This design comes from an exercise in tuning for small area, a short achievable clock period and few clock cycles per item on the open sky130 flow, not from production work. The RTL was checked by simulation tests, not by an equivalence proof against the original design. Power figures rest on the tool's default switching activity, not on a simulated workload.

// burst_mem_ctrl
module burst_mem_ctrl #(
  parameter int unsigned DATA_W    = 8,
  parameter int unsigned ADDR_W    = 8,
  parameter int unsigned BURST_LEN = 4,
  parameter int unsigned MEM_DEPTH = 512
) (
  input  logic              clk,
  input  logic              rst,
  input  logic              req_valid,
  output logic              req_ready,
  input  logic              req_write,
  input  logic [ADDR_W-1:0] req_addr,
  input  logic              wr_valid,
  output logic              wr_ready,
  input  logic [DATA_W-1:0] wr_data,
  output logic              rd_valid,
  input  logic              rd_ready,
  output logic [DATA_W-1:0] rd_data,
  output logic              rd_last,
  output logic              busy
);
Size: ~7900 cells after synthesis, roughly 170000 um2 of cells after synthesis.
export LEC_CHECK = 0
export CAP_MARGIN = 20
export CORE_MARGIN = 2
export CORE_UTILIZATION = 65
export CTS_CLUSTER_DIAMETER = 80
export CTS_CLUSTER_SIZE = 20
export SETUP_SLACK_MARGIN = 3.0
export SLEW_MARGIN = 20
export TNS_END_PERCENT = 5
export BUFFER_PORTS_ARGS = -buffer_cell sky130_fd_sc_hd__buf_4
create_clock -name core_clock -period 5.6 [get_ports {clk}]
standard.sh (not shown) runs the stock make flow with config.mk's settings and CLKGATE_MAP_FILE= SYNTH_SCRIPT=/design/flow/synth_recipe.tcl, a recipe that flattens the netlist after the stock synthesis.
==> flow/flow/run.sh <==
#!/bin/bash
set -euo pipefail
echo "export BUFFER_PORTS_ARGS = -buffer_cell sky130_fd_sc_hd__buf_4" >> config.mk
bash standard.sh MATCH_CELL_FOOTPRINT=0 finish > standard.log 2>&1
Testbench counts at the start, summed over its fixed seeds: cycles 7,710, bursts 3,200.
Change:
--- a/flow/config.mk
+++ b/flow/config.mk
@@ -9,6 +9,6 @@
 export CORE_MARGIN = 2
-export CORE_UTILIZATION = 65
-export CTS_CLUSTER_DIAMETER = 80
-export CTS_CLUSTER_SIZE = 20
-export SETUP_SLACK_MARGIN = 3.0
+export CORE_UTILIZATION = 50
+export CTS_CLUSTER_DIAMETER = 70
+export CTS_CLUSTER_SIZE = 25
+export SETUP_SLACK_MARGIN = 3.1
 export SLEW_MARGIN = 20
=> The new run ran to the end with no violations; via count goes down slightly; worst setup slack gets better by 0.14 ns; global-route usage goes down by 6.2 points; synthesized cell count does not change; routed wire length goes up by a few percent; power goes up slightly; final cell count goes up by roughly a tenth.
Change:
--- a/flow/config.mk
+++ b/flow/config.mk
@@ -9,6 +9,6 @@
 export CORE_MARGIN = 2
-export CORE_UTILIZATION = 50
-export CTS_CLUSTER_DIAMETER = 70
-export CTS_CLUSTER_SIZE = 25
-export SETUP_SLACK_MARGIN = 3.1
+export CORE_UTILIZATION = 58
+export CTS_CLUSTER_DIAMETER = 80
+export CTS_CLUSTER_SIZE = 20
+export SETUP_SLACK_MARGIN = 3.0
 export SLEW_MARGIN = 20
After rerunning:
- total power came out lower by 0.57%
- non-clock buffer count climbs by 21
- clock-buffer cell count goes up by 37
- first-iteration DRC count climbs by 3.9%
- clock skew shrinks by 0.048 ns
- cell area fell by 0.67%
- setup slack gets worse by 0.026 ns
- die area fell by 14%
- synthesized area does not change
- final cell count is lower by 5.0%
Change:
--- a/flow/config.mk
+++ b/flow/config.mk
@@ -9,8 +9,8 @@
 export CORE_MARGIN = 2
-export CORE_UTILIZATION = 58
+export CORE_UTILIZATION = 50
 export CTS_CLUSTER_DIAMETER = 80
 export CTS_CLUSTER_SIZE = 20
-export SETUP_SLACK_MARGIN = 3.0
+export SETUP_SLACK_MARGIN = 3.3
 export SLEW_MARGIN = 20
-export TNS_END_PERCENT = 5
+export TNS_END_PERCENT = 10
 export BUFFER_PORTS_ARGS = -buffer_cell sky130_fd_sc_hd__buf_4
The changed run produced a clean layout.
Die area went up by 16%.
Final area went up by 2.0%.
Worst hold slack improved by 0.0088 ns.
Sequential cell count stays the same.
Power went up by about 1.1%.
Critical path depth does not change.

---

## zinc
Starting RTL as in the previous note.
Settings: LEC_CHECK=0, CAP_MARGIN=20, CORE_MARGIN=2, CORE_UTILIZATION=50, CTS_CLUSTER_DIAMETER=80, CTS_CLUSTER_SIZE=20, SETUP_SLACK_MARGIN=3.0, SLEW_MARGIN=20, TNS_END_PERCENT=5, BUFFER_PORTS_ARGS=-buffer_cell sky130_fd_sc_hd__buf_4; clock period 5.6 ns.
Scripts as last shown in full above: flow/flow/run.sh
zinc went all the way through the flow, and no timing, DRC or antenna check failed.
Testbench counts of zinc, summed over its fixed seeds: cycles 7,710, bursts 3,200.
Changes in delta relative to zinc:
- SETUP_SLACK_MARGIN: 3.0 -> 3.1
==> flow/flow/run.sh <==
#!/bin/bash
set -euo pipefail
echo "export BUFFER_PORTS_ARGS = -buffer_cell sky130_fd_sc_hd__buf_4" >> config.mk
bash standard.sh > standard.log 2>&1
[summary]
- Status | delta and zinc | clean
- Re global routing usage summed across all routing layers: delta and zinc aren't equal, and the higher value belongs to zinc.
- Status: sequential standard cell area parity (delta, zinc)
- Compared with zinc, delta shows a final cycle utilization of the critical path that is 0.92 points higher.
- As far as wire length is concerned, delta and zinc perform about the same.
- Relative to zinc, peak supply drop has decreased by about 12% in delta.
- Global routing usage on met2: delta lower than zinc
- When delta is measured against zinc, its non-clock buffer instance count of the final layout turns out 65 lower.
Input-level comparison between cedar and delta:
- changing SETUP_SLACK_MARGIN from 3.1 to 2.9
--- outcome ---
The higher detailed route wirelength on metal3 of cedar and delta is in delta. Compared cedar against delta; number of placed instances with taps included within noise. cedar ended up with a higher cell count of the worst reg-to-reg path than delta did. Setup slack was higher in the run labelled cedar. Looking at cedar and delta, the number of global-route vias before repair is a wash. The first-pass GRT wire length on cedar is in line with that on delta. [compare] base=delta new=cedar: worst hold-check slack shows an increase of 0.020 ns, routed wire length has decreased, global-route usage closely matched the old numbers, total power flat.

-- static timing again, ports no longer ideal --
In the flow no input, the clock included, has a driving cell. The finished layouts below were timed again as built, in two steps. Step 1 assumes that a clkbuf_16 drives the clock port and a buf_2 every other input. Step 2 times the ports against the registers' clock, not the clock port: input delays grow and output delays shrink by t, the midpoint of the rising clock arrivals with the driver on. a / b / c = ideal ports / drivers / drivers and shift; a / b = the first two.
| run | t, ns | setup WS [ns] | hold slack, ns | worst setup path at the end |
|---|---|---|---|---|
| the first run of note 1 | 1.012 | 2.334 / 2.334 / 1.894 | 0.473 / 0.473 / 0.473 | input to register |
| the second run of note 1 | 1.039 | 2.476 / 2.476 / 1.550 | 0.476 / 0.432 / 0.476 | input to register |
| the third run of note 1 | 1.036 | 2.450 / 2.450 / 2.045 | 0.465 / 0.462 / 0.465 | input to register |
| the fourth run of note 1 | 1.047 | 2.444 / 2.444 / 2.074 | 0.474 / 0.429 / 0.474 | input to register |
| zinc | 1.043 | 2.464 / 2.464 / 1.704 | 0.467 / 0.467 / 0.467 | input to register |
| delta | 1.046 | 2.413 / 2.413 / 1.570 | 0.480 / 0.434 / 0.480 | input to register |
| cedar | 1.040 | 2.439 / 2.439 / 1.695 | 0.501 / 0.491 / 0.501 | input to register |
After both steps every run listed still meets setup and hold. For the second run of note 1, which loses most, drivers alone change the setup slack by 0.000 ns; drivers and shift together by -0.926 ns.
